Background: an optimization exercise with open tools, aiming at small area. Do not read the settings as production practice.
Function was checked by simulation only, so behaviour that the tests miss may differ from the original.
No driver is modelled on the clock port, so clocking that relies on it looks cheaper here than on a real chip.
Power is estimated from default activity; no workload was simulated.

$ cat flow/design.v
package lc3b_mem_pkg;
  typedef enum logic [1:0] {
    IDLE  = 2'd0,
    READ  = 2'd1,
    WRITE = 2'd2,
    DONE  = 2'd3
  } state_t;
  localparam logic RW_WRITE  = 1'b1;
  localparam logic SIZE_BYTE = 1'b1;
  function automatic logic [15:0] sext_byte(input logic [7:0] b);
    sext_byte = {{8{b[7]}}, b};
  endfunction
endpackage
module lc3b_mem_array #(
  parameter int ROWS = 128,
  parameter int RW   = $clog2(ROWS),
  parameter int NWP  = 12,
  parameter int NRT  = 22
) (
  input  logic          clk,
  input  logic          wcap,
  input  logic [RW-1:0] wrow,
  input  logic [15:0]   wdata,
  input  logic [1:0]    wbe,
  input  logic [RW-1:0] rrow,
  output logic [15:0]   rdata
);
  logic [16*ROWS-1:0] ring;
  logic [RW-1:0] phase;
  logic [RW-1:0] prow;
  logic [15:0]   pdata;
  logic [1:0]    pbe;
  logic [15:0]   rbuf;
  logic [15:0]   rnext;
  logic [RW-1:0] wpos;
  logic [RW-1:0] rpos;
  logic          hit;
  logic [15:0]   tap;
  always_ff @(posedge clk) phase <= phase + RW'(1);
  always_ff @(posedge clk) begin
    if (wcap) begin
      prow  <= wrow;
      pdata <= wdata;
      pbe   <= wbe;
    end
  end
  assign wpos = prow + phase;
  assign rpos = rrow + phase;
  for (genvar i = 0; i < ROWS; i++) begin : g_ring
    localparam int PREV = (i + ROWS - 1) % ROWS;
    localparam int K = (i * NWP + ROWS - 1) / ROWS;
    if (K < NWP && (K * ROWS) / NWP == i) begin : g_wp
      logic sel;
      assign sel = (wpos == RW'(PREV));
      always_ff @(posedge clk) begin
        ring[16*i +: 8]  <= (sel && pbe[0]) ? pdata[7:0]  : ring[16*PREV +: 8];
        ring[16*i+8 +: 8] <= (sel && pbe[1]) ? pdata[15:8] : ring[16*PREV+8 +: 8];
      end
    end else begin : g_sh
      always_ff @(posedge clk) ring[16*i +: 16] <= ring[16*PREV +: 16];
    end
  end
  always_comb begin
    hit = 1'b0;
    tap = '0;
    for (int k = 0; k < NRT; k++) begin
      if (rpos == RW'((k * ROWS) / NRT)) begin
        hit = 1'b1;
        tap = tap | ring[16*((k * ROWS) / NRT) +: 16];
      end
    end
  end
  assign rnext = hit ? tap : rbuf;
  always_ff @(posedge clk) rbuf <= rnext;
  always_comb begin
    rdata = rnext;
    if (prow == rrow) begin
      if (pbe[0]) rdata[7:0]  = pdata[7:0];
      if (pbe[1]) rdata[15:8] = pdata[15:8];
    end
  end
endmodule
module lc3b_mem_unit #(
  parameter int ADDR_W = 16,
  parameter int DATA_W = 16,
  parameter int DEPTH  = 256,
  parameter int RD_LAT = 5,
  parameter int WR_LAT = 10
) (
  input  logic              clk_50,
  input  logic              rst,
  input  logic [DATA_W-1:0] bus,
  input  logic              ld_mar,
  input  logic              ld_mdr,
  input  logic              gate_mdr,
  input  logic              mio_en,
  input  logic              rw,
  input  logic              datasize,
  output logic [DATA_W-1:0] mdr_out,
  output logic              r,
  output logic              addr_err
);
  localparam int AW      = $clog2(DEPTH);
  localparam int MAX_LAT = (RD_LAT > WR_LAT) ? RD_LAT : WR_LAT;
  localparam int CNT_W   = $clog2(MAX_LAT + 1);
  lc3b_mem_pkg::state_t state;
  logic [AW-1:0]     mar;
  logic [AW-1:0]     mar_d;
  logic [DATA_W-1:0] mdr;
  logic [CNT_W-1:0]  cnt;
  logic              size_q;
  logic              err_q;
  logic [15:0]       rdata;
  logic [15:0]       wdata;
  logic [1:0]        wbe;
  logic              unaligned;
  logic              finishing;
  logic              wcap;
  assign mar_d     = ((state == lc3b_mem_pkg::IDLE) && ld_mar) ? bus[AW-1:0] : mar;
  assign unaligned = (size_q != lc3b_mem_pkg::SIZE_BYTE) && mar[0];
  assign finishing = ((state == lc3b_mem_pkg::READ) || (state == lc3b_mem_pkg::WRITE)) && (cnt == '0);
  assign wcap      = finishing && (state == lc3b_mem_pkg::WRITE) && !unaligned;
  assign wdata = {(size_q == lc3b_mem_pkg::SIZE_BYTE) ? mdr[7:0] : mdr[15:8], mdr[7:0]};
  assign wbe   = (size_q == lc3b_mem_pkg::SIZE_BYTE) ? {mar[0], !mar[0]} : 2'b11;
  lc3b_mem_array #(
    .ROWS (DEPTH / 2)
  ) u_array (
    .clk   (clk_50),
    .wcap  (wcap),
    .wrow  (mar[AW-1:1]),
    .wdata (wdata),
    .wbe   (wbe),
    .rrow  (mar_d[AW-1:1]),
    .rdata (rdata)
  );
  always_ff @(posedge clk_50 or posedge rst) begin
    if (rst) begin
      state  <= lc3b_mem_pkg::IDLE;
      mar    <= '0;
      mdr    <= '0;
      cnt    <= '0;
      size_q <= 1'b0;
      err_q  <= 1'b0;
    end else begin
      case (state)
        lc3b_mem_pkg::IDLE: begin
          mar <= mar_d;
          if (ld_mdr) mdr <= bus;
          if (mio_en) begin
            size_q <= datasize;
            if (rw == lc3b_mem_pkg::RW_WRITE) begin
              state <= lc3b_mem_pkg::WRITE;
              cnt   <= CNT_W'(WR_LAT - 1);
            end else begin
              state <= lc3b_mem_pkg::READ;
              cnt   <= CNT_W'(RD_LAT - 1);
            end
          end
        end
        lc3b_mem_pkg::READ, lc3b_mem_pkg::WRITE: begin
          if (cnt == '0) begin
            state <= lc3b_mem_pkg::DONE;
            err_q <= unaligned;
            if ((state == lc3b_mem_pkg::READ) && !unaligned) begin
              if (size_q == lc3b_mem_pkg::SIZE_BYTE)
                mdr <= lc3b_mem_pkg::sext_byte(mar[0] ? rdata[15:8] : rdata[7:0]);
              else
                mdr <= rdata;
            end
          end else begin
            cnt <= cnt - CNT_W'(1);
          end
        end
        lc3b_mem_pkg::DONE: begin
          if (!mio_en) begin
            state <= lc3b_mem_pkg::IDLE;
            err_q <= 1'b0;
          end
        end
        default: state <= lc3b_mem_pkg::IDLE;
      endcase
    end
  end
  assign r        = (state == lc3b_mem_pkg::DONE);
  assign addr_err = err_q;
  assign mdr_out  = gate_mdr ? mdr : '0;
endmodule
$ cat flow/config.mk
export PLATFORM = sky130hd
export DESIGN_NAME = lc3b_mem_unit
export DESIGN_NICKNAME = lc3b_mem_unit
export VERILOG_FILES = /design/flow/design.v
export SDC_FILE = /design/flow/constraint.sdc
export NUM_CORES = 4
export LEC_CHECK = 0
export CAP_MARGIN = 20
export CORE_MARGIN = 2
export CORE_UTILIZATION = 30
export PLACE_DENSITY = 0.45
export SLEW_MARGIN = 20
$ cat flow/constraint.sdc
create_clock -name core_clock -period 10.0 [get_ports {clk_50}]
set_input_delay 2.0000 -clock core_clock [delete_from_list [all_inputs] [get_ports {clk_50}]]
set_output_delay 2.0000 -clock core_clock [all_outputs]
set_load 0.01 [all_outputs]
$ cat flow/run.sh
#!/bin/bash
# synth_recipe.tcl (not shown) runs the flow's synth.tcl, then flattens the netlist and writes it again
# the make line also repeats each setting of config.mk as NAME=value (left out here)
make -C /OpenROAD-flow-scripts/flow DESIGN_CONFIG=/design/flow/config.mk WORK_HOME=/design/flow/orfs CLKGATE_MAP_FILE= SYNTH_SCRIPT=/design/flow/synth_recipe.tcl finish
==> results of run 1 <==
-- cell type report --
type,count,area [um^2]
antenna,10,25.0
clock buffer,282,5670
clock inverter,71,1010
fill,16300,109000
inverter,19,71.3
multi-input combinational,1093,8330
sequential,2128,43000
tap,2310,2890
timing repair buffer,97,843
-- through the flow --
step / util [%] / power, mW / instance area (um^2) / hold WS (ns) / cells
2_1_floorplan: - / 10.3 / 51700 / 0.310 / 3332
3_3_place_gp: 32.2 / 11.2 / 55100 / 0.309 / 5647
3_5_place_dp: 32.2 / 11.3 / 55100 / 0.312 / 5647
4_1_cts: 36.1 / 18.8 / 61800 / 0.277 / 6000
5_1_grt: 36.1 / 19.3 / 61800 / 0.282 / 6000
6_report: 36.1 / 18.6 / 61900 / 0.272 / 6010
-- sequential cells by signal, indices dropped and copies added, names as in the netlist --
signal,flops
mar,8
u_array.prow,7
cnt,4
u_array.rbuf,16
state,2
mdr,16
u_array.pbe,2
u_array.pdata,16
u_array.ring,2048
err_q,1
size_q,1
u_array.phase,7
-- power by group through the flow --
stage          registers (mW)  logic [mW]  clock network, mW
6_report                 8.94        2.19               7.50
5_1_grt                  8.95        2.29               8.07
4_1_cts                  8.94        2.14               7.70
3_5_place_dp             9.13        2.13                  0
3_3_place_gp             9.13        2.11                  0
2_1_floorplan            8.99        1.34                  0
-- placed cells by master, fill, tap and decap left out, drive strengths merged, types with 32 or more instances in the layout --
master,n
dfxtp,2071
clkbuf,282
mux2,218
nand2,125
nor2,88
nand3,74
o21ai,59
buf,56
a21oi,42
clkinv,42
clkdlybuf4s50,41
a22oi,39
nor3,33
and3,32
dfrtp,32
-- cells by family (layout without fill, tap and decap cells) --
| group | count (synthesis) | in the layout |
|---|---|---|
| flops | 2128 | 2128 |
| simple gates | 471 | 471 |
| compound gates | 346 | 346 |
| mux | 229 | 229 |
| buf+inv | 111 | 469 |
| xor+xnor | 25 | 25 |
| fa+ha+maj | 22 | 22 |
| other cells | 0 | 10 |
-- layer usage --
layer | global-route usage (%) | routed length [um] | share of wire, %
met4 | 6.55 | 5470 | 4.0
met2 | 23.3 | 58700 | 43
met3 | 3.08 | 7800 | 5.7
met1 | 21.6 | 64400 | 47
met5 | 0 | 0 | 0
-- final timing paths --
path                                       to  slack [ns]  cells past startpoint
max                                   mdr[13]        2.46                     14
max reg2reg                           mdr[13]        3.26                     15
min in group asynchronous             mdr[15]        1.61                      3
min                        u_array.ring[1812]        0.27                      0
min reg2reg                u_array.ring[1812]        0.27                      0
max in group asynchronous              cnt[2]        8.03                      3
==> results.cfg, run 1 <==
[synth]
async_flop_share_pct = 1.50
ys_seq_area_share_pct = 83.3
synth_fp_nets = 3378
synth-edff-count = 25
synth_mux_area_share_pct = 4.97
yosys-top-cells-count = 2,071 x dfxtp_1, 218 x mux2_2, 125 x nand2_1
synth_top_area_share_pct = 80.3
synth_area_um2 = 51700
synth_most_common_cell = dfxtp_1
yosys.area_share.simple_pct = 4.70
yosysWarningCount = 2
synth_cell_types = 91
synth_ff_type = dfxtp_1
synthAdderAreaFrac_pct = 0.562
ys_ff_latch = 2128
synth_top_cell_by_area = dfxtp_1
synth_area_leaders = dfxtp_1 80%, mux2_2 4.8%, dfrtp_1 1.6%
syn_avg_cell_area_um2 = 15.5
synthXorXnorAreaFrac_pct = 0.438
synth_compound_area_share_pct = 5.13
synth_top_family_by_area = compound AO/OA/AOI/OAI gates
synthCells = 3332

[global_route]
grt_pass1_vias = 24600
overflow = 0
grtUsageTotal_pct = 15.5
grt_pass1_wl_um = 189000
antenna_found_initial = 15
grt_max_degree = 40

[min_path]
hp-class = reg2reg
min-delay-start = u_array.ring[1796]

[clocking]
numCtsBuffers = 190
cts-hold-fix-buffers = 0
cts.path.max_buffers = 3
postCtsSetupBuffers = 0
post_cts_resized = 0
cts_root_buf = clkbuf_16
clkSlewWorstSetupHoldPaths_ns = 0.07
htreeDepth = 4
cts_tree = done
insertion_delay_ns = 0.83
cts.sinks = 2128

[timing]
rsz0062_at_grt = false
slew_headroom_pct = 12.6
fmax_mhz = 133
finalSetupViolCount = 0
drv_slew = 0
worstMarginPinSlew_ns = 1.30
setup_slack_ns = 2.46
fin_crit_ns = 7.54
final_hold_viol_count = 0
finClkSkew_ns = 0.0751
tns_ns = 0
period_share_pct = 75.4

[power]
vdd.ir_drop.worst_v = 0.000154
power_frac_clock_pct = 40.3
pwr-share-seq_pct = 48.0
p_sw_share_pct = 26.3
leakage_nw = 24.0
power.density_nw_per_um2 = 301
internal_power_mw = 13.7
power_switching_mw = 4.90
pwr-share-comb_pct = 11.8

[placed_design]
place.gp.congestion = 0.924
port_buffers = 41
place_ws_ns = 1.58
hpwl_um = 96400

[floorplanning]
die_x_um = 419
initial_core_util_pct = 30.1
die-area_um2 = 176000
io_pins = 42
design.core.area_um2 = 171000
rows = 152
die_h_um = 419

[routing]
drt_iter0_markers = 2063
wirelength_um = 136000
drc = 0
dr.pass1.iters = 6
wl_per_cell_um = 22.7
ant_nets = 0
vias = 25600
vias_per_cell = 4.26

[layout]
final_nets = 3575
drive_above_1_share_pct = 17.6
area_growth_pct = 19.7

[setup_path]
path_buf_inv = 1
crit_chain = clkdlybuf4s50_1 -> nand2_1 -> mux2_2 -> ha_1 -> nor2_1 -> o21bai_2 -> nand2_1 -> nand3_1 -> nor3_1 -> a2111oi_0 -> o2111a_1 -> nand3_1 -> o221ai_1 -> a221oi_1
critical_path_arrival_ns = 8.21
crit_fanout = 18
cp_slowest_cell = a2111oi_0
worst-endpoint-required_ns = 10.67
r2r-start = state[0]
endpoint_kind = flip-flop
crit_family = compound AO/OA/AOI/OAI gates
crit_path_start_kind = input port
worstSetupPathType = in2reg
crit_start = ld_mar
critPathMaxStageDelay_ns = 0.81

[status]
outcome = complete, no violations

[flow_run]
cap_violations = 0
==> inputs of run 2 (changes only) <==
--- a/flow/config.mk
+++ b/flow/config.mk
@@ -8,5 +8,8 @@
 export CAP_MARGIN = 20
 export CORE_MARGIN = 2
 export CORE_UTILIZATION = 30
+export CTS_BUF_LIST = sky130_fd_sc_hd__clkbuf_8
+export CTS_CLUSTER_DIAMETER = 50
+export CTS_CLUSTER_SIZE = 20
 export PLACE_DENSITY = 0.45
 export SLEW_MARGIN = 20
==> run 2 against run 1 <==
  * Worst hold slack improved by 0.032 ns
  * Area after synthesis stayed put
  * Worst setup slack improved by 0.080 ns
  * Critical endpoint unchanged
  * Clock skew shrank 0.033 ns
  * Still clean
  * Routed wire length down 0.97%
  * Final area shrank 5.6%
  * Global-route usage is 0.16 points lower
  * Total power decreased by 15%
  * Sequential share of layout area is 4.1 points higher
  * Die area is the same
  * Clock power down 38%
==> results.cfg, run 2 <==
[timing]
tns_ns = 0
hold_slack_ns = 0.303
slew_headroom_pct = 18.5
fmax_mhz = 134
final_hold_viol_count = 0
finalSetupViolCount = 0
drv_slew = 0
finClkSkew_ns = 0.0423
period_share_pct = 74.6
worstMarginPinSlew_ns = 1.21
rsz0062_at_grt = false
fin_crit_ns = 7.46

[routing]
wl_per_cell_um = 22.9
dr.pass1.iters = 7
ant_nets = 0
drt_iter0_markers = 2084
wirelength_um = 135000
vias_per_cell = 4.26
drc = 0
vias = 25200

[setup_path]
reg2reg_setup_slack_ns = 3.23
crit_fanout = 18
cp_slowest_cell = a2111oi_0
crit_chain = clkdlybuf4s50_1 -> nand2_1 -> mux2_2 -> ha_1 -> nor2_1 -> o21bai_2 -> nand2_1 -> nand3_1 -> nor3_1 -> a2111oi_0 -> o2111a_1 -> nand3_1 -> o221ai_1 -> a221oi_1
worstSetupPathType = in2reg
critical_path_arrival_ns = 8.21
path_buf_inv = 1
crit_path_start_kind = input port
crit_family = compound AO/OA/AOI/OAI gates
endpoint_kind = flip-flop
r2r_cells = 15
worst-endpoint-required_ns = 10.75
critPathMaxStageDelay_ns = 0.84
cp.depth = 14

[synth]
yosysWarningCount = 2
synth_most_common_cell = dfxtp_1
synth_area_um2 = 51700
synth-edff-count = 25
ys_ff_latch = 2128
ys_seq_area_share_pct = 83.3
syn_avg_cell_area_um2 = 15.5
synthCells = 3332
synth_fp_nets = 3378
synth_area_leaders = dfxtp_1 80%, mux2_2 4.8%, dfrtp_1 1.6%
synth_ff_type = dfxtp_1
synth_top_cell_by_area = dfxtp_1
synth_top_area_share_pct = 80.3
async_flop_share_pct = 1.50
synth_cell_types = 91
yosys-top-cells-count = 2,071 x dfxtp_1, 218 x mux2_2, 125 x nand2_1

[clocking]
cts-hold-fix-buffers = 0
htreeDepth = 4
cts.sinks = 2128
numCtsBuffers = 149
postCtsSetupBuffers = 0
cts_tree = done
cts.path.max_buffers = 3
cts_root_buf = clkbuf_8
post_cts_resized = 0
clkSlewWorstSetupHoldPaths_ns = 0.11
insertion_delay_ns = 0.92

[placed_design]
port_buffers = 41
place.gp.congestion = 0.924
hpwl_um = 96400

[global_route]
overflow = 0
antenna_found_initial = 14
grtUsageTotal_pct = 15.3
grt_pass1_vias = 23900
grt_max_degree = 40
grt_pass1_wl_um = 187000

[status]
outcome = complete, no violations

[layout]
final_nets = 3534
mostFrequentLayoutCell = dfxtp_1
largest_register = u_array.ring
largest_reg_flops = 2048
drive_above_1_share_pct = 15.9
area_growth_pct = 13.1
final_cell_mix = 2,071 x dfxtp_1, 218 x mux2_2, 158 x clkbuf_8

[floorplanning]
io_pins = 42
initial_core_util_pct = 30.1
design.core.area_um2 = 171000
die_h_um = 419
rows = 152
die_x_um = 419
die-area_um2 = 176000

[min_path]
hp-class = reg2reg
whs_path_depth = 0

[power]
vdd.ir_drop.worst_v = 0.000133
leakage_nw = 22.4
power.density_nw_per_um2 = 271

[flow_run]
cap_violations = 0
-- run 2: per-layer routing --
metal / wire, um / track usage (%) / vias to the layer above / share of wire (%)
met5: 0 / 0 / - / 0
met4: 5290 / 6.21 / 0 / 3.9
met3: 6850 / 2.93 / 231 / 5.1
met2: 58000 / 23.1 / 780 / 43
met1: 65000 / 21.6 / 12500 / 48
li1: - / - / 11600 / -
-- run 2: cells by family after synthesis --
group / count (synthesis) / share of synthesized area, %
flops: 2128 / 83.3
simple gates: 471 / 4.70
compound gates: 346 / 5.13
mux: 229 / 4.97
buf+inv: 111 / 0.937
xor+xnor: 25 / 0.438
fa+ha+maj: 22 / 0.562
-- run 2: worst paths after layout --
kind,from,end
worst max-delay path,ld_mar,mdr[13]
worst min-delay path,u_array.ring[1935],u_array.ring[1951]
worst max register to register,state[0],mdr[13]
worst min register to register,u_array.ring[1935],u_array.ring[1951]
max in group asynchronous,rst,mdr[14]
min in group asynchronous,rst,mdr[15]
-- run 2: cell type report --
| cell class | count | area (um^2) |
|---|---|---|
| clock inverters | 86 | 1060 |
| inverters | 19 | 71.3 |
| multi-input cells | 1093 | 8330 |
| diodes | 14 | 35.0 |
| fillers | 16600 | 113000 |
| flip-flops and latches | 2128 | 43000 |
| well taps | 2310 | 2890 |
| clock buffers | 158 | 2170 |
| repair buffers | 97 | 843 |
-- run 2: through the flow --
step	utilization [%]	cell area, um^2	instances	power [mW]	setup WS [ns]
final	34.1	58400	5905	15.8	2.54
after global routing	34.1	58400	5898	16.5	2.33
after CTS	34.1	58400	5891	15.9	2.57
after detailed placement	32.2	55100	5647	11.3	1.58
after global placement	32.2	55100	5647	11.2	1.63
after floorplan	-	51700	3332	10.3	4.08
-- run 2: where the power goes --
group / internal [mW] / switching, mW
clock network: 1.87 / 2.81
registers: 8.73 / 0.203
logic: 0.648 / 1.54
total: 11.2 / 4.55
==> inputs of run 3 (changes only) <==
--- a/flow/design.v
+++ b/flow/design.v
@@ -60,17 +60,26 @@
       always_ff @(posedge clk) ring[16*i +: 16] <= ring[16*PREV +: 16];
     end
   end
+  logic [7:0]  rhi;
+  logic [15:0] rlo;
+  logic [NRT-1:0] rsel;
   always_comb begin
-    hit = 1'b0;
+    rhi = '0;
+    rlo = '0;
+    rhi[rpos[RW-1:4]] = 1'b1;
+    rlo[rpos[3:0]]    = 1'b1;
+  end
+  for (genvar k = 0; k < NRT; k++) begin : g_rsel
+    localparam int P = (k * ROWS) / NRT;
+    assign rsel[k] = rhi[P / 16] & rlo[P % 16];
+  end
+  assign hit = |rsel;
+  always_comb begin
     tap = '0;
-    for (int k = 0; k < NRT; k++) begin
-      if (rpos == RW'((k * ROWS) / NRT)) begin
-        hit = 1'b1;
-        tap = tap | ring[16*((k * ROWS) / NRT) +: 16];
-      end
-    end
+    for (int k = 0; k < NRT; k++)
+      tap = tap | ({16{rsel[k]}} & ring[16*((k * ROWS) / NRT) +: 16]);
   end
-  assign rnext = hit ? tap : rbuf;
+  assign rnext = tap | ({16{!hit}} & rbuf);
   always_ff @(posedge clk) rbuf <= rnext;
   always_comb begin
     rdata = rnext;
@@ -109,7 +118,6 @@
   logic [DATA_W-1:0] mdr;
   logic [CNT_W-1:0]  cnt;
   logic              size_q;
-  logic              err_q;
   logic [15:0]       rdata;
   logic [15:0]       wdata;
   logic [1:0]        wbe;
@@ -133,48 +141,46 @@
     .rrow  (mar_d[AW-1:1]),
     .rdata (rdata)
   );
+  always_ff @(posedge clk_50) begin
+    if (state == lc3b_mem_pkg::IDLE) begin
+      size_q <= datasize;
+      cnt    <= (rw == lc3b_mem_pkg::RW_WRITE) ? CNT_W'(WR_LAT - 1) : CNT_W'(RD_LAT - 1);
+    end else if (cnt != '0) begin
+      cnt    <= cnt - CNT_W'(1);
+    end
+  end
   always_ff @(posedge clk_50 or posedge rst) begin
     if (rst) begin
       state  <= lc3b_mem_pkg::IDLE;
       mar    <= '0;
       mdr    <= '0;
-      cnt    <= '0;
-      size_q <= 1'b0;
-      err_q  <= 1'b0;
     end else begin
       case (state)
         lc3b_mem_pkg::IDLE: begin
           mar <= mar_d;
           if (ld_mdr) mdr <= bus;
           if (mio_en) begin
-            size_q <= datasize;
             if (rw == lc3b_mem_pkg::RW_WRITE) begin
               state <= lc3b_mem_pkg::WRITE;
-              cnt   <= CNT_W'(WR_LAT - 1);
             end else begin
               state <= lc3b_mem_pkg::READ;
-              cnt   <= CNT_W'(RD_LAT - 1);
             end
           end
         end
         lc3b_mem_pkg::READ, lc3b_mem_pkg::WRITE: begin
           if (cnt == '0) begin
             state <= lc3b_mem_pkg::DONE;
-            err_q <= unaligned;
             if ((state == lc3b_mem_pkg::READ) && !unaligned) begin
               if (size_q == lc3b_mem_pkg::SIZE_BYTE)
                 mdr <= lc3b_mem_pkg::sext_byte(mar[0] ? rdata[15:8] : rdata[7:0]);
               else
                 mdr <= rdata;
             end
-          end else begin
-            cnt <= cnt - CNT_W'(1);
           end
         end
         lc3b_mem_pkg::DONE: begin
           if (!mio_en) begin
             state <= lc3b_mem_pkg::IDLE;
-            err_q <= 1'b0;
           end
         end
         default: state <= lc3b_mem_pkg::IDLE;
@@ -182,6 +188,6 @@
     end
   end
   assign r        = (state == lc3b_mem_pkg::DONE);
-  assign addr_err = err_q;
+  assign addr_err = r && unaligned;
   assign mdr_out  = gate_mdr ? mdr : '0;
 endmodule
==> flow/config.mk (replaced) <==
export PLATFORM = sky130hd
export DESIGN_NAME = lc3b_mem_unit
export DESIGN_NICKNAME = lc3b_mem_unit
export VERILOG_FILES = /design/flow/design.v
export SDC_FILE = /design/flow/constraint.sdc
export NUM_CORES = 4
export LEC_CHECK = 0
export ABC_AREA = 1
export CAP_MARGIN = 20
export CORE_MARGIN = 2
export CORE_UTILIZATION = 55
export CTS_BUF_LIST = sky130_fd_sc_hd__clkbuf_4
export CTS_CLUSTER_DIAMETER = 30
export CTS_CLUSTER_SIZE = 10
export PLACE_DENSITY = 0.65
export SLEW_MARGIN = 20
==> run 3 against run 2 <==
  * Worst hold slack got worse by 0.065 ns
  * Still clean
  * Critical path depth increased by 10
  * Die area decreased by 46%
==> results.cfg, run 3 <==
[layout]
final_nets = 4214
drive_above_1_share_pct = 12.4
final_cell_mix = 2,071 x dfxtp_1, 786 x nand2_1, 347 x clkbuf_4
largest_register = u_array.ring
mostFrequentLayoutCell = dfxtp_1
area_growth_pct = 11.3
design_area_um2 = 56800
largest_reg_flops = 2048

[synth]
ys_seq_area_share_pct = 84.3
yosys-top-cells-count = 2,071 x dfxtp_1, 786 x nand2_1, 233 x o21ai_0
synth_top_area_share_pct = 81.3
syn_avg_cell_area_um2 = 13.2
yosysWarningCount = 2
async_flop_share_pct = 1.22
synth_cell_types = 46
synth_top_cell_by_area = dfxtp_1
synth_area_um2 = 51000
ys_ff_latch = 2127
synth-edff-count = 30
synth_fp_nets = 3924
synth_ff_type = dfxtp_1
synth_most_common_cell = dfxtp_1
synth_area_leaders = dfxtp_1 81%, nand2_1 5.8%, o21ai_0 2.3%
synthCells = 3873

[min_path]
hp-class = reg2reg

[clocking]
post_cts_resized = 0
cts_root_buf = clkbuf_4
clkSlewWorstSetupHoldPaths_ns = 0.09
htreeDepth = 5
cts.sinks = 2127
cts.path.max_buffers = 4
cts_tree = done
insertion_delay_ns = 1.22
postCtsSetupBuffers = 0
cts-hold-fix-buffers = 0
numCtsBuffers = 314

[routing]
wirelength_um = 107000
drt_iter0_markers = 2222
dr.pass1.iters = 5
drc = 0
vias = 26700
ant_nets = 0
wl_per_cell_um = 19.2
vias_per_cell = 4.78

[timing]
final_hold_viol_count = 0
rsz0062_at_grt = false
worstMarginPinSlew_ns = 1.06
slew_headroom_pct = 29.1
fmax_mhz = 161
hold_slack_ns = 0.238
drv_slew = 0
finClkSkew_ns = 0.104
tns_ns = 0
finalSetupViolCount = 0
fin_crit_ns = 6.22
period_share_pct = 62.2

[setup_path]
crit_path_start_kind = input port
critical_path_arrival_ns = 7.30
worst-endpoint-required_ns = 11.08
cp_slowest_cell = inv_1
r2r_end = mdr[14]
worstSetupPathType = in2reg
reg2reg_setup_slack_ns = 4.15
critPathMaxStageDelay_ns = 0.70
crit_chain = clkdlybuf4s50_1 -> nand2_2 -> o21ai_0 -> ha_1 -> a21oi_1 -> nand3_1 -> nand2_1 -> nand2_1 -> ha_1 -> nor2_1 -> a21boi_1 -> buf_4 -> nand3_1 -> inv_1 -> nand2_1 -> nand3_1 -> nor2_1 -> nand3_1 -> nand2_1 -> nand2_1 -> nand2_2 -> nand2_4 -> o21ai_1 -> nand2_1
r2r_cells = 25
endpoint_kind = flip-flop
crit_start = ld_mar
r2r-start = state[1]
crit_fanout = 21
crit_path_frequent_cell = nand2_1
endpoint = mdr[14]

[placed_design]
hpwl_um = 71600
port_buffers = 41
place.gp.congestion = 0.910
place_area_um2 = 52600

[power]
power.density_nw_per_um2 = 268
leakage_nw = 23.7
vdd.ir_drop.worst_v = 0.000178

[floorplanning]
io_pins = 42
die-area_um2 = 95200
initial_core_util_pct = 55.6
rows = 111
die_h_um = 309
die_x_um = 309
design.core.area_um2 = 91800

[global_route]
grt_pass1_wl_um = 156000
grtUsageTotal_pct = 22.8
antenna_found_initial = 13
overflow = 0
grt_max_degree = 33
grt_pass1_vias = 25400

[flow_run]
cap_violations = 0

[status]
outcome = complete, no violations
[run 3: cell count changes after synthesis, moves of 21 or more]
cell	change
mux2_2	-218
nor3_1	-23
o21ai_0	+178
and2_1	-23
a31oi_1	-21
and3_1	-27
nand3_1	+74
a22oi_1	-39
inv_1	+119
nor2_1	+64
nand2_1	+661
[run 3: how the worst min path moves through the flow]
stage                       startpoint                 end  slack (ns)  cells past startpoint
finish               u_array.ring[872]   u_array.ring[888]        0.24                      0
global route        u_array.ring[1879]  u_array.ring[1895]        0.25                      0
CTS                  u_array.ring[872]   u_array.ring[888]        0.24                      0
detailed placement  u_array.ring[1293]  u_array.ring[1309]        0.31                      0
global placement     u_array.ring[245]   u_array.ring[261]        0.31                      0
floorplan            u_array.ring[984]  u_array.ring[1000]        0.31                      0
[run 3: stage by stage]
| stage | util, % | setup slack (ns) | power [mW] | instances |
|---|---|---|---|---|
| CTS | 61.8 | 3.98 | 15.3 | 5573 |
| floorplan | - | 4.76 | 9.67 | 3873 |
| global placement | 57.3 | 2.73 | 10.0 | 5090 |
| global route | 61.8 | 3.37 | 15.8 | 5574 |
| finish | 61.9 | 3.78 | 15.2 | 5579 |
| detailed placement | 57.3 | 2.75 | 10.1 | 5090 |
[run 3: power by group]
part,switching (mW),internal (mW)
clock network,2.83,2.50
logic,0.859,0.308
registers,0.108,8.63
total,3.80,11.4
[run 3: critical path: cells and delay by family]
| family | cells | cell delay (ns) |
|---|---|---|
| buffers and inverters | 3 | 1.48 |
| and+or+nand+nor | 15 | 1.97 |
| AOI/OAI and AO/OA | 4 | 1.07 |
| adders and majority gates | 2 | 0.73 |
[run 3: layout make-up]
| cell class | count | area (um^2) |
|---|---|---|
| clock buffers | 347 | 2610 |
| flip-flops and latches | 2127 | 43000 |
| well taps | 1243 | 1560 |
| repair buffers | 58 | 538 |
| multi-input cells | 1510 | 6960 |
| clock inverters | 136 | 1520 |
| fillers | 7141 | 35000 |
| diodes | 6 | 15.0 |
| inverters | 152 | 571 |
[run 3: cell families (layout without fill, tap and decap cells)]
kind of cell    count (synthesis)  in the layout  synth area share (%)
compound gates                274            274                  2.76
xor+xnor                       18             18                 0.309
fa+ha+maj                      27             27                 0.692
buf+inv                       236            693                  2.07
flops                        2127           2127                  84.3
other cells                     0              6                     0
simple gates                 1191           1191                  9.87
[run 3: per-layer routing]
layer	GRT usage, %	routed length [um]
met5	0	16
met4	8.32	2550
met3	7.28	10100
met2	30.2	41800
met1	34.6	52700
==> inputs of run 4 (changes only) <==
==> flow/flow/run.sh (new file) <==
#!/bin/bash
# Standard ORFS layout (the standard.sh, standard synthesis unchanged) with
# a leaner clock tree (small clock buffers, no dummy balancing loads) and
# minimum-size port buffers. Every tool's output goes to flow_make.log here,
# and ORFS keeps each step's own log under orfs/logs/.
set -euo pipefail
CTS_BUF=${CTS_BUF:-sky130_fd_sc_hd__clkbuf_4}
bash standard.sh \
  "CTS_ARGS=-sink_clustering_enable -repair_clock_nets -dont_use_dummy_load -buf_list $CTS_BUF -sink_clustering_size 10 -sink_clustering_max_diameter 30" \
  "BUFFER_PORTS_ARGS=-buffer_cell sky130_fd_sc_hd__buf_1" \
  finish > flow_make.log 2>&1
==> flow/standard.sh (new file) <==
#!/bin/bash
# synth_recipe.tcl (not shown) runs the flow's synth.tcl, then flattens the netlist and writes it again
# the make line also repeats each setting of config.mk as NAME=value (left out here)
make -C /OpenROAD-flow-scripts/flow DESIGN_CONFIG=/design/flow/config.mk WORK_HOME=/design/flow/orfs CLKGATE_MAP_FILE= SYNTH_SCRIPT=/design/flow/synth_recipe.tcl "${@:-finish}"
--- a/flow/config.mk
+++ b/flow/config.mk
@@ -9,8 +9,5 @@
 export CAP_MARGIN = 20
 export CORE_MARGIN = 2
 export CORE_UTILIZATION = 55
-export CTS_BUF_LIST = sky130_fd_sc_hd__clkbuf_4
-export CTS_CLUSTER_DIAMETER = 30
-export CTS_CLUSTER_SIZE = 10
 export PLACE_DENSITY = 0.65
 export SLEW_MARGIN = 20
removed: flow/run.sh
==> run 4 against run 3 <==
  * Still clean
  * Flip-flop and latch count is the same
  * Final area shrank 3.7%
  * Die area is the same
  * Synthesized cell count is the same
  * Worst hold slack lost 0.0019 ns
  * Maximum frequency grew 5.6%
  * Core utilization shrank 2.3 points
  * Final cell count shrank 3.3%
  * Sequential power is essentially flat
  * Critical path depth grew 2
  * Largest power group unchanged
  * Highest routed layer is now met4
==> results.cfg, run 4 <==
[power]
power_switching_mw = 3.38
power_frac_clock_pct = 28.0
internal_power_mw = 10.3
leakage_nw = 22.7
p_sw_share_pct = 24.7
pwr-share-seq_pct = 63.8
power.density_nw_per_um2 = 251
pwr-share-comb_pct = 8.2
vdd.ir_drop.worst_v = 0.000286

[floorplanning]
design.core.area_um2 = 91800
die-area_um2 = 95200
io_pins = 42
initial_core_util_pct = 55.6
rows = 111
die_h_um = 309
die_x_um = 309

[clocking]
cts.path.max_buffers = 4
htreeDepth = 5
cts-hold-fix-buffers = 0
insertion_delay_ns = 1.19
numCtsBuffers = 303
cts_root_buf = clkbuf_4
cts_tree = done
post_cts_resized = 0
clkSlewWorstSetupHoldPaths_ns = 0.10
postCtsSetupBuffers = 0
cts.sinks = 2127

[status]
outcome = complete, no violations

[synth]
ys_seq_area_share_pct = 84.3
synth_top_area_share_pct = 81.3
synth_fp_nets = 3924
yosysWarningCount = 2
yosys-top-cells-count = 2,071 x dfxtp_1, 786 x nand2_1, 233 x o21ai_0
synth_area_um2 = 51000
ys_ff_latch = 2127
synth_ff_type = dfxtp_1
synth-edff-count = 30
async_flop_share_pct = 1.22
synth_area_leaders = dfxtp_1 81%, nand2_1 5.8%, o21ai_0 2.3%
synth_cell_types = 46
synthCells = 3873
synth_top_cell_by_area = dfxtp_1
synth_most_common_cell = dfxtp_1
syn_avg_cell_area_um2 = 13.2

[timing]
drv_slew = 0
setup_slack_ns = 4.11
slew_headroom_pct = 26.2
period_share_pct = 58.9
finClkSkew_ns = 0.114
worstMarginPinSlew_ns = 1.10
tns_ns = 0
fmax_mhz = 170
final_hold_viol_count = 0
hold_slack_ns = 0.236
finalSetupViolCount = 0
fin_crit_ns = 5.89
rsz0062_at_grt = false

[placed_design]
port_buffers = 41
place.gp.congestion = 0.887
place_inst = 5089
place_ws_ns = 2.84
place_area_um2 = 52400
hpwl_um = 71400

[routing]
drt_iter0_markers = 2199
vias = 26200
ant_nets = 0
wirelength_um = 105000
wl_per_cell_um = 19.5
vias_per_cell = 4.85
drc = 0
dr.pass1.iters = 6

[global_route]
overflow = 0
grt_pass1_vias = 25000
grtUsageTotal_pct = 22.6
use_met3_pct = 6.37
grtUsageMet1_pct = 35.0
grt_max_degree = 33
use_met2_pct = 30.2
antenna_found_initial = 12
grt_pass1_wl_um = 155000
busiest_layer = met1

[layout]
mostFrequentLayoutCell = dfxtp_1
largest_reg_flops = 2048
nFillCells = 7329
design_area_um2 = 54700
drive_above_1_share_pct = 9.28
fin_cells = 5395
final_nets = 4202
largest_register = u_array.ring
area_growth_pct = 7.13
final_cell_mix = 2,071 x dfxtp_1, 786 x nand2_1, 303 x clkbuf_4

[min_path]
hp-class = reg2reg

[setup_path]
critical_path_arrival_ns = 6.94
crit_fanout = 30
crit_path_start_kind = input port
endpoint_kind = flip-flop
worstSetupPathType = in2reg
worst-endpoint-required_ns = 11.05

[flow_run]
cap_violations = 0
==> run 4: layout make-up <==
cell class                      count  area, um^2  share of cell area, %
Antenna cell                        3        7.51                 0.0137
Multi-Input combinational cell   1510        6970                   12.7
Timing Repair Buffer               57         274                  0.501
Sequential cell                  2127       43000                   78.7
Inverter                          152         571                   1.04
Tap cell                         1243        1560                   2.85
Clock buffer                      303        2270                   4.16
==> run 4: worst max-delay path: stages <==
cell,delay [ns]
buf_1,0.14
nand2_2,0.24
o21ai_0,0.53
ha_1,0.36
a21oi_1,0.21
nand3_1,0.10
nand2_1,0.07
nand2_1,0.17
ha_1,0.30
inv_1,0.07
nand3_2,0.11
nand2_4,0.36
nor2_2,0.09
buf_4,0.22
nand2_1,0.13
clkinv_1,0.56
nand2_1,0.21
nand2_1,0.07
nor2_1,0.10
nand4_1,0.12
nor2_1,0.27
nand4_1,0.16
nand2_1,0.11
nand3_1,0.07
nand2_1,0.09
nand2_1,0.06
==> run 4: cell families (layout without fill, tap and decap cells) <==
kind of cell    count (synthesis)  in the layout  synth area share, %
compound gates                274            274                 2.76
simple gates                 1191           1191                 9.87
buf+inv                       236            512                 2.07
fa+ha+maj                      27             27                0.692
flops                        2127           2127                 84.3
xor+xnor                       18             18                0.309
other cells                     0              3                    0
==> run 4: final timing paths <==
path	startpoint	to	slack [ns]	depth (start not counted)
max	ld_mar	mdr[3]	4.11	26
min	u_array.ring[372]	u_array.ring[388]	0.24	0
max reg2reg	state[1]	mdr[3]	4.15	27
min reg2reg	u_array.ring[372]	u_array.ring[388]	0.24	0
max in group asynchronous	rst	mar[0]	8.61	2
min in group asynchronous	rst	mdr[6]	0.88	2
==> run 4: routing by layer <==
| layer | up-vias | wire length (um) |
|---|---|---|
| met3 | 160 | 9450 |
| met4 | 0 | 1990 |
| met1 | 12300 | 52300 |
| li1 | 12700 | - |
| met5 | - | 0 |
| met2 | 1004 | 41300 |
==> run 4: stage by stage <==
step	power, mW	util [%]
2_1_floorplan	9.67	-
3_3_place_gp	10.0	57.0
3_5_place_dp	10.0	57.0
4_1_cts	13.8	59.5
5_1_grt	14.3	59.5
6_report	13.7	59.5
==> run 4: power by group through the flow <==
stage | logic, mW | registers (mW) | clock network, mW
detailed placement | 1.09 | 8.93 | 0
global placement | 1.08 | 8.93 | 0
finish | 1.12 | 8.74 | 3.84
floorplan | 0.800 | 8.87 | 0
CTS | 1.09 | 8.73 | 3.97
global route | 1.22 | 8.75 | 4.32
==> inputs of run 5 (changes only) <==
--- a/flow/flow/run.sh
+++ b/flow/flow/run.sh
@@ -5,7 +5,9 @@
 # and ORFS keeps each step's own log under orfs/logs/.
 set -euo pipefail
 CTS_BUF=${CTS_BUF:-sky130_fd_sc_hd__clkbuf_4}
+export CLK_SLEW_FIX=${CLK_SLEW_FIX:-0.112}
 bash standard.sh \
-  "CTS_ARGS=-sink_clustering_enable -repair_clock_nets -dont_use_dummy_load -buf_list $CTS_BUF -sink_clustering_size 10 -sink_clustering_max_diameter 30" \
+  "POST_CTS_TCL=$PWD/flow/post_cts.tcl" \
+  "CTS_ARGS=-sink_clustering_enable -repair_clock_nets -dont_use_dummy_load -buf_list $CTS_BUF -sink_clustering_size 12 -sink_clustering_max_diameter 35" \
   "BUFFER_PORTS_ARGS=-buffer_cell sky130_fd_sc_hd__buf_1" \
   finish > flow_make.log 2>&1
==> flow/flow/post_cts.tcl (new file) <==
# Upsize the clock buffers whose flip-flop clock pins would see a slow edge
# (placement parasitics; routed slews come out a little higher).
estimate_parasitics -placement
set limit $::env(CLK_SLEW_FIX)
set fixed 0
foreach inst [get_cells *] {
  if {[get_property $inst ref_name] != "sky130_fd_sc_hd__clkbuf_4"} { continue }
  set out [get_pins -of_objects $inst -filter "direction == output"]
  set worst 0
  foreach p [get_pins -of_objects [get_nets -of_objects $out] -filter "direction == input"] {
    set s [get_property $p slew_max]
    if {$s > $worst} { set worst $s }
  }
  if {$worst > $limit} {
    replace_cell $inst sky130_fd_sc_hd__clkbuf_8
    incr fixed
  }
}
puts "post_cts: upsized $fixed clock buffers over $limit ns"
detailed_placement
check_placement
==> run 5 against run 4 <==
  * Flip-flop and latch count did not move
  * Routed wire length fell by 0.32%
  * Final area fell by 0.27%
  * Clock power fell by 3%
  * Highest routed layer is now met5
  * Count of clock-buffer cells in the layout fell by 84
  * Die area did not move
  * Non-clock buffer count did not move
==> results.cfg, run 5 <==
[timing]
rsz0062_at_grt = false
fin_crit_ns = 6.11
final_hold_viol_count = 0
finalSetupViolCount = 0
finClkSkew_ns = 0.151
period_share_pct = 61.1
tns_ns = 0
drv_slew = 0
fmax_mhz = 164
worstMarginPinSlew_ns = 1.02
setup_slack_ns = 3.89
slew_headroom_pct = 32.0

[routing]
vias_per_cell = 4.85
drc = 0
drt_iter0_markers = 2174
ant_nets = 0
wirelength_um = 105000
dr.pass1.iters = 6
wl_per_cell_um = 19.7
vias = 25700

[placed_design]
port_buffers = 41
place.gp.congestion = 0.887
hpwl_um = 71400
place_ws_ns = 2.84

[global_route]
grt_pass1_wl_um = 153000
grtUsageTotal_pct = 22.4
grt_max_degree = 33
antenna_found_initial = 13
overflow = 0
grt_pass1_vias = 24300

[layout]
drive_above_1_share_pct = 7.43
area_growth_pct = 6.84
mostFrequentLayoutCell = dfxtp_1
final_nets = 4118
largest_reg_flops = 2048
multi_input_area_um2 = 6970
nFillCells = 7322
final_cell_mix = 2,071 x dfxtp_1, 786 x nand2_1, 233 x o21ai_0
seq_area_um2 = 43000
largest_register = u_array.ring

[setup_path]
critPathMaxStageDelay_ns = 0.57
path_buf_inv = 5
worst-endpoint-required_ns = 10.73
crit_path_frequent_cell = nand2_1
crit_fanout = 30
endpoint_kind = flip-flop
worstSetupPathType = in2reg
crit_path_start_kind = input port
crit_family = simple AND/OR/NAND/NOR gates
critical_path_arrival_ns = 6.84
cp_slowest_cell = clkinv_1

[synth]
synth_top_cell_by_area = dfxtp_1
syn_avg_cell_area_um2 = 13.2
synth_top_area_share_pct = 81.3
synth-edff-count = 30
synth_ff_type = dfxtp_1
yosys-top-cells-count = 2,071 x dfxtp_1, 786 x nand2_1, 233 x o21ai_0
yosysWarningCount = 2
ys_seq_area_share_pct = 84.3
synthCells = 3873
synth_area_leaders = dfxtp_1 81%, nand2_1 5.8%, o21ai_0 2.3%
synth_fp_nets = 3924
synth_area_um2 = 51000
async_flop_share_pct = 1.22
synth_cell_types = 46
synth_most_common_cell = dfxtp_1
ys_ff_latch = 2127

[clocking]
insertion_delay_ns = 0.96
cts_tree = done
cts.sinks = 2127
clkSlewWorstSetupHoldPaths_ns = 0.11

[status]
outcome = complete, no violations

[floorplanning]
rows = 111
design.core.area_um2 = 91800
die_x_um = 309
io_pins = 42
die_h_um = 309
initial_core_util_pct = 55.6
die-area_um2 = 95200

[power]
power.density_nw_per_um2 = 249
leakage_nw = 22.5
vdd.ir_drop.worst_v = 0.000285
finalPower_mw = 13.6

[flow_run]
cap_violations = 0

[min_path]
hp-class = reg2reg
## run 5: cell counts after synthesis
Identical to the previous run, type by type.
## run 5: report_power, final
part	leakage (nW)	switching (mW)	internal (mW)	total, mW
Combinational	3.98	0.836	0.280	1.12
Sequential	17.3	0.109	8.63	8.74
Clock	1.20	2.39	1.33	3.72
Total	22.5	3.33	10.2	13.6
## run 5: per-stage QoR
step	instance area, um^2	hold slack, ns	instances	util, %
after detailed placement	52400	0.312	5089	57.0
after floorplan	51000	0.310	3873	-
final	54500	0.206	5313	59.4
after global placement	52400	0.310	5089	57.0
after global routing	54500	0.191	5309	59.4
## run 5: worst reg2reg max path, delay by kind of cell, from the launching register on
family / cells / cell delay, ns
and+or+nand+nor: 18 / 2.55
adders and majority gates: 4 / 1.37
buffers and inverters: 5 / 1.08
DFF: 1 / 0.41
AOI/OAI and AO/OA: 2 / 0.29
## run 5: path summary, 6_finish.rpt
kind,start,to,slack [ns],depth (start not counted)
min reg2reg,u_array.ring[1442],u_array.ring[1458],0.21,0
max,ld_mar,mdr[10],3.89,28
max in group asynchronous,rst,mdr[10],8.35,2
max reg2reg,state[1],mdr[10],4.14,29
min in group asynchronous,rst,mdr[3],1.13,2
min,u_array.ring[1442],u_array.ring[1458],0.21,0
## run 5: logic make-up (layout without fill, tap and decap cells)
| group | after synthesis | after routing | synth area share (%) |
|---|---|---|---|
| flip-flops | 2127 | 2127 | 84.3 |
| AND/OR/NAND/NOR | 1191 | 1191 | 9.87 |
| AO/OA/AOI/OAI | 274 | 274 | 2.76 |
| adder cells (fa/ha/maj) | 27 | 27 | 0.692 |
| buffers and inverters | 236 | 428 | 2.07 |
| XOR/XNOR | 18 | 18 | 0.309 |
| other | 0 | 5 | 0 |
## run 5: final cells by class
type,count,area share (%)
Multi-Input combinational cell,1510,12.8
Sequential cell,2127,78.9
Timing Repair Buffer,57,0.503
Inverter,152,1.05
Tap cell,1243,2.85
Antenna cell,5,0.0230
Clock buffer,219,3.89
## run 5: layer usage
layer	vias to the layer above	GRT usage [%]	part of all wire, %
li1	12500	-	-
met1	12100	34.2	49
met2	952	29.9	39
met3	175	7.25	9.4
met4	6	7.28	2.3
met5	-	0	0.043
==> inputs of run 6 (changes only) <==
--- a/flow/flow/run.sh
+++ b/flow/flow/run.sh
@@ -8,6 +8,6 @@
 export CLK_SLEW_FIX=${CLK_SLEW_FIX:-0.112}
 bash standard.sh \
   "POST_CTS_TCL=$PWD/flow/post_cts.tcl" \
-  "CTS_ARGS=-sink_clustering_enable -repair_clock_nets -dont_use_dummy_load -buf_list $CTS_BUF -sink_clustering_size 12 -sink_clustering_max_diameter 35" \
+  "CTS_ARGS=-sink_clustering_enable -repair_clock_nets -dont_use_dummy_load -buf_list $CTS_BUF -sink_clustering_size 14 -sink_clustering_max_diameter 60" \
   "BUFFER_PORTS_ARGS=-buffer_cell sky130_fd_sc_hd__buf_1" \
   finish > flow_make.log 2>&1
==> run 6 against run 5 <==
  * Non-clock buffer count unchanged
  * Critical endpoint is now mdr[3]
  * Sequential share of layout area decreased by 0.29 points
  * Largest cell class unchanged
  * Global-route usage decreased by 0.11 points
  * Core utilization increased by 0.22 points
  * Sequential power about the same
  * Register-to-register slack got worse by 0.06 ns
  * First-iteration DRC count increased by 1.7%
  * Largest power group unchanged
  * Final area increased by 0.37%
  * Clock power increased by 5%
  * Still clean
==> results.cfg, run 6 <==
[setup_path]
worst-endpoint-required_ns = 10.72
r2r_end = mdr[3]
r2r_cells = 29
crit_fanout = 30
crit_family = simple AND/OR/NAND/NOR gates
r2r-start = state[0]
path_buf_inv = 5
critPathMaxStageDelay_ns = 0.59
crit_path_frequent_cell = nand2_1
critical_path_arrival_ns = 6.96
cp_slowest_cell = clkinv_1
reg2reg_setup_slack_ns = 4.08
endpoint_kind = flip-flop
worstSetupPathType = in2reg
crit_path_start_kind = input port

[floorplanning]
rows = 111
die_h_um = 309
io_pins = 42
design.core.area_um2 = 91800
die-area_um2 = 95200
die_x_um = 309
initial_core_util_pct = 55.6

[flow_run]
cap_violations = 0

[timing]
tns_ns = 0
rsz0062_at_grt = false
finalSetupViolCount = 0
fmax_mhz = 160
slew_headroom_pct = 28.1
period_share_pct = 62.4
drv_slew = 0
worstMarginPinSlew_ns = 1.08
finClkSkew_ns = 0.0805
setup_slack_ns = 3.76
fin_crit_ns = 6.24
final_hold_viol_count = 0

[placed_design]
hpwl_um = 71400
place_area_um2 = 52400
place.gp.congestion = 0.887
port_buffers = 41
place_ws_ns = 2.84

[clocking]
cts_tree = done
clkSlewWorstSetupHoldPaths_ns = 0.09
cts.sinks = 2127
insertion_delay_ns = 0.87

[layout]
largest_register = u_array.ring
design_area_um2 = 54700
drive_above_1_share_pct = 6.34
largest_reg_flops = 2048
mostFrequentLayoutCell = dfxtp_1
final_nets = 4072
final_cell_mix = 2,071 x dfxtp_1, 786 x nand2_1, 233 x o21ai_0
area_growth_pct = 7.24

[power]
finalPower_mw = 13.8
power.density_nw_per_um2 = 251
vdd.ir_drop.worst_v = 0.000288
leakage_nw = 22.5

[routing]
drt_iter0_markers = 2211
drc = 0
wl_per_cell_um = 19.8
ant_nets = 0
wirelength_um = 104000
vias_per_cell = 4.86
vias = 25600
dr.pass1.iters = 6

[synth]
yosys-top-cells-count = 2,071 x dfxtp_1, 786 x nand2_1, 233 x o21ai_0
yosysWarningCount = 2
synth_cell_types = 46
synth_ff_type = dfxtp_1
synth_area_um2 = 51000
synth_fp_nets = 3924
synth_most_common_cell = dfxtp_1
synth_top_area_share_pct = 81.3
ys_seq_area_share_pct = 84.3
synth_top_cell_by_area = dfxtp_1
synth_area_leaders = dfxtp_1 81%, nand2_1 5.8%, o21ai_0 2.3%
ys_ff_latch = 2127
async_flop_share_pct = 1.22
synth-edff-count = 30
synthCells = 3873
syn_avg_cell_area_um2 = 13.2

[global_route]
grt_pass1_wl_um = 153000
overflow = 0
grt_max_degree = 33
grt_pass1_vias = 24000
grtUsageTotal_pct = 22.3
antenna_found_initial = 14

[min_path]
whs_path_depth = 0
whs_endpoint = u_array.ring[1959]
hp-class = reg2reg
min-delay-start = u_array.ring[1943]

[status]
outcome = complete, no violations
## run 6: power breakdown
group	total, mW	leakage [nW]	switching, mW	internal [mW]
registers	8.74	17.3	0.108	8.63
logic	1.12	3.98	0.841	0.280
clock network	3.90	1.22	2.39	1.51
total	13.8	22.5	3.34	10.4
## run 6: final cells by class
class	instances	area (um^2)
Timing Repair Buffer	57	274
Clock buffer	173	2330
Multi-Input combinational cell	1510	6970
Inverter	152	571
Fill cell	7240	37100
Antenna cell	4	10.0
Sequential cell	2127	43000
Tap cell	1243	1560
## run 6: worst max path at each step
| stage | start | endpoint | slack, ns | cells past startpoint |
|---|---|---|---|---|
| floorplan | ld_mar | mdr[6] | 4.76 | 24 |
| global placement | ld_mar | mdr[3] | 2.95 | 28 |
| detailed placement | ld_mar | mdr[3] | 2.84 | 28 |
| global route | ld_mar | mdr[3] | 3.36 | 26 |
| finish | ld_mar | mdr[3] | 3.76 | 28 |
## run 6: worst reg2reg max path: cells and delay by family (launching register included)
kind                       cells  cell delay [ns]
and+or+nand+nor               19             2.74
DFF                            1             0.41
buffers and inverters          5             1.10
adders and majority gates      4             1.36
AOI/OAI and AO/OA              1             0.17
## run 6: logic make-up after synthesis
| kind of cell | after synthesis | synth area share [%] |
|---|---|---|
| xor+xnor | 18 | 0.309 |
| flops | 2127 | 84.3 |
| buf+inv | 236 | 2.07 |
| simple gates | 1191 | 9.87 |
| fa+ha+maj | 27 | 0.692 |
| compound gates | 274 | 2.76 |
## run 6: through the flow
| step | cells | hold WS, ns | utilization (%) |
|---|---|---|---|
| after floorplan | 3873 | 0.310 | - |
| after global placement | 5089 | 0.310 | 57.0 |
| after detailed placement | 5089 | 0.312 | 57.0 |
| after global routing | 5264 | 0.270 | 59.6 |
| final | 5266 | 0.285 | 59.6 |
## run 6: routing by layer
metal | GRT usage, % | vias to the layer above | part of all wire, %
met2 | 30.0 | 934 | 39
met5 | 0 | - | 0.030
met1 | 35.3 | 12200 | 50
met3 | 5.28 | 167 | 8.4
li1 | - | 12300 | -
met4 | 6.64 | 4 | 2.1
==> inputs of run 7 (changes only) <==
--- a/flow/design.v
+++ b/flow/design.v
@@ -74,12 +74,31 @@
     assign rsel[k] = rhi[P / 16] & rlo[P % 16];
   end
   assign hit = |rsel;
+  localparam int NIN = NRT + 1;
+  localparam int NG  = (NIN + 2) / 3;
+  logic [NIN-1:0]       isel;
+  logic [16*NIN-1:0]    idat;
+  logic [16*NG-1:0]     gterm_n;
+  assign isel = {!hit, rsel};
+  for (genvar k = 0; k < NRT; k++) begin : g_idat
+    assign idat[16*k +: 16] = ring[16*((k * ROWS) / NRT) +: 16];
+  end
+  assign idat[16*NRT +: 16] = rbuf;
+  for (genvar g = 0; g < NG; g++) begin : g_grp
+    always_comb begin
+      logic [15:0] acc;
+      acc = '0;
+      for (int j = 3 * g; j < 3 * g + 3 && j < NIN; j++)
+        acc = acc | ({16{isel[j]}} & idat[16*j +: 16]);
+      gterm_n[16*g +: 16] = ~acc;
+    end
+  end
   always_comb begin
-    tap = '0;
-    for (int k = 0; k < NRT; k++)
-      tap = tap | ({16{rsel[k]}} & ring[16*((k * ROWS) / NRT) +: 16]);
-  end
-  assign rnext = tap | ({16{!hit}} & rbuf);
+    logic [15:0] all1;
+    all1 = '1;
+    for (int g = 0; g < NG; g++) all1 = all1 & gterm_n[16*g +: 16];
+    rnext = ~all1;
+  end
   always_ff @(posedge clk) rbuf <= rnext;
   always_comb begin
     rdata = rnext;
==> flow/flow/run.sh (replaced) <==
#!/bin/bash
# The standard ORFS layout (standard.sh) with these changes:
#  - synthesis: synth_recipe.tcl unchanged, but ABC maps for area only
#    (flow/synth.tcl, flow/abc_area.script);
#  - CTS: small clock buffers, no dummy balancing loads, and leaf buffers
#    whose flip-flop clock slew would be high are upsized (flow/post_cts.tcl);
#  - port buffers are minimum size.
# make's output goes to flow_make.log here; ORFS keeps each step's own log
# under orfs/logs/.
set -euo pipefail
export FLOW_WORK=$PWD
export CLK_SLEW_FIX=0.118
bash standard.sh \
  "SYNTH_SCRIPT=$PWD/flow/synth.tcl" \
  "POST_CTS_TCL=$PWD/flow/post_cts.tcl" \
  "CTS_ARGS=-sink_clustering_enable -repair_clock_nets -dont_use_dummy_load -buf_list sky130_fd_sc_hd__clkbuf_4 -sink_clustering_size 12 -sink_clustering_max_diameter 35" \
  "BUFFER_PORTS_ARGS=-buffer_cell sky130_fd_sc_hd__buf_1" \
  finish > flow_make.log 2>&1
==> flow/flow/abc_area.script (new file) <==
strash
dch -f
amap -F 4 -A 16 -C 1000
topo
==> flow/flow/synth.tcl (new file) <==
# The standard synthesis (synth_recipe.tcl, sourced unchanged) with one
# change: ABC maps the logic with an area-only script (flow/abc_area.script)
# instead of ORFS's delay-driven one. Registers are mapped before ABC runs,
# so they come out the same as in the standard synthesis.
proc abc {args} {
  set i [lsearch -exact $args -script]
  if {$i >= 0} { lset args [expr {$i + 1}] $::env(FLOW_WORK)/flow/abc_area.script }
  yosys abc {*}$args
}
source $::env(FLOW_WORK)/synth_recipe.tcl
==> run 7 against run 6 <==
  * Routed wire length fell by 12%
  * Sequential share of layout area increased by 4.0 points
  * Non-clock buffer count grew 13
  * Sequential power about the same
  * Final area shrank 4.8%
  * Die area is 4.8% lower
  * Final cell count shrank 18%
  * Clock power down 13%
  * Critical path depth fell by 4
  * Maximum frequency decreased by 23%
  * Register-to-register slack got worse by 1.8 ns
  * Count of clock-buffer cells in the layout increased by 40
  * Critical endpoint is now mdr[10]
  * Largest cell class unchanged
==> results.cfg, run 7 <==
[setup_path]
crit_path_start_kind = input port
r2r-start = state[0]
endpoint_kind = flip-flop
worstSetupPathType = in2reg
crit_family = compound AO/OA/AOI/OAI gates
critPathMaxStageDelay_ns = 0.69
crit_fanout = 16
path_buf_inv = 5
crit_start = ld_mar
cp_slowest_cell = nor2_1
worst-endpoint-required_ns = 10.68
crit_chain = buf_1 -> nand2_1 -> clkinv_1 -> a22o_1 -> ha_1 -> fa_1 -> a31oi_1 -> clkinv_1 -> a311oi_1 -> a21oi_1 -> o21ai_0 -> clkinv_1 -> or2_0 -> nor2_1 -> nor4_1 -> nand4_1 -> nor4b_2 -> buf_4 -> a221o_1 -> a22oi_1 -> o22a_1 -> o21ai_0 -> o221ai_1 -> o21ai_0
critical_path_arrival_ns = 8.80

[power]
power_frac_clock_pct = 26.3
power.density_nw_per_um2 = 248
pwr-share-comb_pct = 5.9
leakage_nw = 20.2
internal_power_mw = 9.96
pwr-share-seq_pct = 67.8
vdd.ir_drop.worst_v = 0.000142
p_sw_share_pct = 22.8
power_switching_mw = 2.95

[global_route]
grtUsageTotal_pct = 20.6
antenna_found_initial = 4
grt_pass1_vias = 22800
overflow = 0
grtUsageMet1_pct = 28.1
use_met3_pct = 4.27
grt_pass1_wl_um = 138000
grt_max_degree = 33
busiest_layer = met2
use_met2_pct = 32.4

[placed_design]
hpwl_um = 60200
place.gp.congestion = 0.905
port_buffers = 41

[timing]
fin_crit_ns = 8.12
finalSetupViolCount = 0
drv_slew = 0
tns_ns = 0
final_hold_viol_count = 0
rsz0062_at_grt = false
worstMarginPinSlew_ns = 1.17
finClkSkew_ns = 0.173
slew_headroom_pct = 22.0
period_share_pct = 81.2
fmax_mhz = 123
hold_slack_ns = 0.183

[layout]
largest_reg_flops = 2048
largest_register = u_array.ring
final_nets = 3230
mostFrequentLayoutCell = dfxtp_1
area_growth_pct = 7.30
final_cell_mix = 2,071 x dfxtp_1, 194 x clkbuf_4, 193 x o22a_1
drive_above_1_share_pct = 7.84

[clocking]
insertion_delay_ns = 0.92
clkSlewWorstSetupHoldPaths_ns = 0.11
cts_tree = done
cts.sinks = 2127

[synth]
syn_avg_cell_area_um2 = 16.7
async_flop_share_pct = 1.22
yosysWarningCount = 2
synth_cell_types = 39
synth_top_cell_by_area = dfxtp_1
yosys-top-cells-count = 2,071 x dfxtp_1, 193 x o22a_1, 109 x a222oi_1
synth_ff_type = dfxtp_1
synth-edff-count = 30
synth_most_common_cell = dfxtp_1
ys_ff_latch = 2127
synth_fp_nets = 2951
ys_seq_area_share_pct = 88.6
synth_top_area_share_pct = 85.4
synth_area_um2 = 48500
synth_area_leaders = dfxtp_1 85%, o22a_1 3.5%, a222oi_1 2.2%
synthCells = 2900

[floorplanning]
rows = 108
io_pins = 42
design.core.area_um2 = 87200
die_h_um = 301
die-area_um2 = 90600
initial_core_util_pct = 55.7
die_x_um = 301

[routing]
ant_nets = 0
vias = 22400
wirelength_um = 92000
drt_iter0_markers = 2038
drc = 0
vias_per_cell = 5.16
dr.pass1.iters = 8
wl_per_cell_um = 21.2

[min_path]
min-delay-start = u_array.ring[729]
hp-class = reg2reg

[flow_run]
cap_violations = 0

[status]
outcome = complete, no violations
## run 7: power by group through the flow
stage                     clock network [mW]  registers [mW]  logic (mW)
after global routing                    3.85            8.77       0.835
after floorplan                            0            8.91       0.496
after detailed placement                   0            8.95       0.735
final                                   3.40            8.75       0.758
after global placement                     0            8.94       0.693
## run 7: cells by family after synthesis
kind of cell,count (synthesis),share of synthesized area (%)
flip-flops,2127,88.6
adder cells (fa/ha/maj),27,0.727
buffers and inverters,88,0.681
XOR/XNOR,1,0.0180
AND/OR/NAND/NOR,207,2.13
AO/OA/AOI/OAI,450,7.82
## run 7: worst paths after layout
check / cells past startpoint / endpoint / slack [ns]
setup / recovery: 24 / mdr[10] / 1.88
max in group asynchronous: 2 / mdr[6] / 8.38
setup reg to reg: 25 / mdr[10] / 2.24
hold / removal: 0 / u_array.ring[745] / 0.18
min in group asynchronous: 2 / mar[4] / 1.13
hold reg to reg: 0 / u_array.ring[745] / 0.18
## run 7: cell type report
cell class / count / area, um^2
flip-flops and latches: 2127 / 43000
repair buffers: 70 / 372
multi-input cells: 685 / 5220
inverters: 82 / 308
diodes: 1 / 2.50
fillers: 6581 / 35100
well taps: 1155 / 1450
clock buffers: 213 / 1720
## run 7: per-layer routing
layer  vias to the layer above  wire length (um)
li1                      10600                 -
met1                     10900             41900
met2                       640             42400
met3                       187              5100
met4                         0              2670
met5                         -                 0
## run 7: through the flow
stage	worst slack (ns)	std cells	util (%)	instance area, um^2	total power [mW]
6_report	1.88	4333	59.7	52100	12.9
5_1_grt	1.35	4333	59.7	52100	13.5
3_5_place_dp	1.16	4119	57.8	50400	9.68
3_3_place_gp	1.33	4119	57.8	50400	9.63
2_1_floorplan	2.10	2900	-	48500	9.40
==> inputs of run 8 (changes only) <==
--- a/flow/flow/run.sh
+++ b/flow/flow/run.sh
@@ -9,7 +9,7 @@
 # under orfs/logs/.
 set -euo pipefail
 export FLOW_WORK=$PWD
-export CLK_SLEW_FIX=0.118
+export CLK_SLEW_FIX=0.115
 bash standard.sh \
   "SYNTH_SCRIPT=$PWD/flow/synth.tcl" \
   "POST_CTS_TCL=$PWD/flow/post_cts.tcl" \
--- a/flow/config.mk
+++ b/flow/config.mk
@@ -9,5 +9,6 @@
 export CAP_MARGIN = 20
 export CORE_MARGIN = 2
 export CORE_UTILIZATION = 55
+export GPL_TIMING_DRIVEN = 0
 export PLACE_DENSITY = 0.65
 export SLEW_MARGIN = 20
==> run 8 against run 7 <==
  * Clock power up 1%
  * Die area did not move
  * Global-route usage down 0.59 points
  * Final cell count barely moved
  * Flip-flop and latch count unchanged
  * Total power is 0.84% higher
  * Worst setup slack lost 0.056 ns
  * Synthesized cell count did not move
  * Routed wire length is 2.4% lower
  * Clock skew is 0.032 ns higher
  * Critical path type unchanged
==> results.cfg, run 8 <==
[status]
outcome = complete, no violations

[floorplanning]
design.core.area_um2 = 87200
io_pins = 42
die_x_um = 301
rows = 108
initial_core_util_pct = 55.7
die-area_um2 = 90600
die_h_um = 301

[timing]
fin_crit_ns = 8.18
slew_headroom_pct = 22.9
hold_slack_ns = 0.170
rsz0062_at_grt = false
worstMarginPinSlew_ns = 1.16
setup_slack_ns = 1.82
fmax_mhz = 122
finClkSkew_ns = 0.205
final_hold_viol_count = 0
drv_slew = 0
period_share_pct = 81.8
tns_ns = 0
finalSetupViolCount = 0

[placed_design]
port_buffers = 41
place_inst = 4119
place.gp.congestion = 0.843
place_ws_ns = 1.08
hpwl_um = 56300

[setup_path]
worstSetupPathType = in2reg
crit_fanout = 10
crit_chain = buf_1 -> nand2_1 -> clkinv_1 -> a22o_1 -> ha_1 -> fa_1 -> a31oi_1 -> clkinv_1 -> a311oi_1 -> a21oi_1 -> o21ai_0 -> clkinv_1 -> nand4_1 -> nor2_2 -> a222oi_1 -> nand4_1 -> nand4b_1 -> a221o_1 -> a22oi_1 -> o21ai_0 -> o221ai_1 -> o21ai_0
path_buf_inv = 4
endpoint_kind = flip-flop
critical_path_arrival_ns = 8.94
crit_path_start_kind = input port
critPathMaxStageDelay_ns = 0.78
worst-endpoint-required_ns = 10.76
cp_slowest_cell = a222oi_1
crit_family = compound AO/OA/AOI/OAI gates

[layout]
drive_above_1_share_pct = 8.19
final_nets = 3226
seq_area_um2 = 43000
area_growth_pct = 7.94
multi_input_area_um2 = 5340
largest_register = u_array.ring
final_cell_mix = 2,071 x dfxtp_1, 193 x o22a_1, 170 x clkbuf_4
largest_reg_flops = 2048
nFillCells = 6473
fin_cells = 4332
mostFrequentLayoutCell = dfxtp_1

[synth]
synth_area_um2 = 48500
yosysWarningCount = 2
synth_fp_nets = 2951
synthCells = 2900
syn_avg_cell_area_um2 = 16.7
ys_ff_latch = 2127
synth_top_cell_by_area = dfxtp_1
yosys-top-cells-count = 2,071 x dfxtp_1, 193 x o22a_1, 109 x a222oi_1
ys_seq_area_share_pct = 88.6
synth_most_common_cell = dfxtp_1
synth_top_area_share_pct = 85.4
synth_area_leaders = dfxtp_1 85%, o22a_1 3.5%, a222oi_1 2.2%
async_flop_share_pct = 1.22
synth_ff_type = dfxtp_1
synth-edff-count = 30
synth_cell_types = 39

[global_route]
antenna_found_initial = 3
grt_pass1_wl_um = 137000
grtUsageTotal_pct = 20.0
grt_max_degree = 27
overflow = 0
grt_pass1_vias = 23400

[clocking]
cts.sinks = 2127
clkSlewWorstSetupHoldPaths_ns = 0.11
insertion_delay_ns = 0.93
cts_tree = done

[routing]
drc = 0
dr.pass1.iters = 6
drt_iter0_markers = 1847
wl_per_cell_um = 20.7
ant_nets = 0
vias = 22400
vias_per_cell = 5.17
wirelength_um = 89800

[flow_run]
cap_violations = 0

[power]
power.density_nw_per_um2 = 248
vdd.ir_drop.worst_v = 0.000144
leakage_nw = 20.2

[min_path]
hp-class = reg2reg
run 8: cell counts after synthesis:
No cell type changed its count.
run 8: logic make-up (layout without fill, tap and decap cells):
logic type,Yosys count,in the layout,share of synthesized area [%]
AOI/OAI and AO/OA,450,450,7.82
xor gates and xnor gates,1,1,0.0180
adders and majority gates,27,27,0.727
buffers and inverters,88,361,0.681
DFF,2127,2127,88.6
other,0,4,0
and+or+nand+nor,207,207,2.13
run 8: final timing paths:
kind | startpoint | to | slack, ns | cells past startpoint
max | ld_mar | mdr[9] | 1.82 | 22
min | u_array.ring[1726] | u_array.ring[1742] | 0.17 | 0
max reg2reg | state[0] | mdr[9] | 2.05 | 23
min reg2reg | u_array.ring[1726] | u_array.ring[1742] | 0.17 | 0
max in group asynchronous | rst | mar[2] | 8.51 | 3
min in group asynchronous | rst | state[1] | 0.96 | 2
run 8: final cells by class:
class | count | area share [%]
sequential | 2127 | 82.1
multi-input combinational | 685 | 10.2
clock buffer | 208 | 3.43
tap | 1155 | 2.76
timing repair buffer | 65 | 0.872
inverter | 82 | 0.588
buffer | 6 | 0.0430
antenna | 4 | 0.0191
run 8: layer usage:
| layer | global-route usage [%] | vias up | part of all wire (%) |
|---|---|---|---|
| met5 | 0 | - | 0 |
| met4 | 7.72 | 0 | 2.4 |
| met3 | 3.61 | 160 | 4.9 |
| met2 | 32.0 | 614 | 47 |
| met1 | 27.3 | 11000 | 46 |
| li1 | - | 10600 | - |
run 8: stage by stage:
step	utilization, %	power [mW]	area (um^2)
2_1_floorplan	-	9.40	48500
6_report	60.1	13.0	52400
3_3_place_gp	57.5	9.62	50100
5_1_grt	60.1	13.5	52400
3_5_place_dp	58.0	9.73	50500
run 8: where the power goes:
group | switching [mW] | leakage [nW] | total [mW] | internal, mW
Clock | 2.32 | 1.06 | 3.45 | 1.12
Sequential | 0.0872 | 17.3 | 8.75 | 8.67
Combinational | 0.572 | 1.81 | 0.819 | 0.247

Setup slack of run 8, layout unchanged: 1.820 ns with ideal ports, 1.851 ns with driving cells assumed (clock clkbuf_16, inputs buf_2), 0.965 ns with port delays also shifted by the 0.885 ns mid clock arrival.
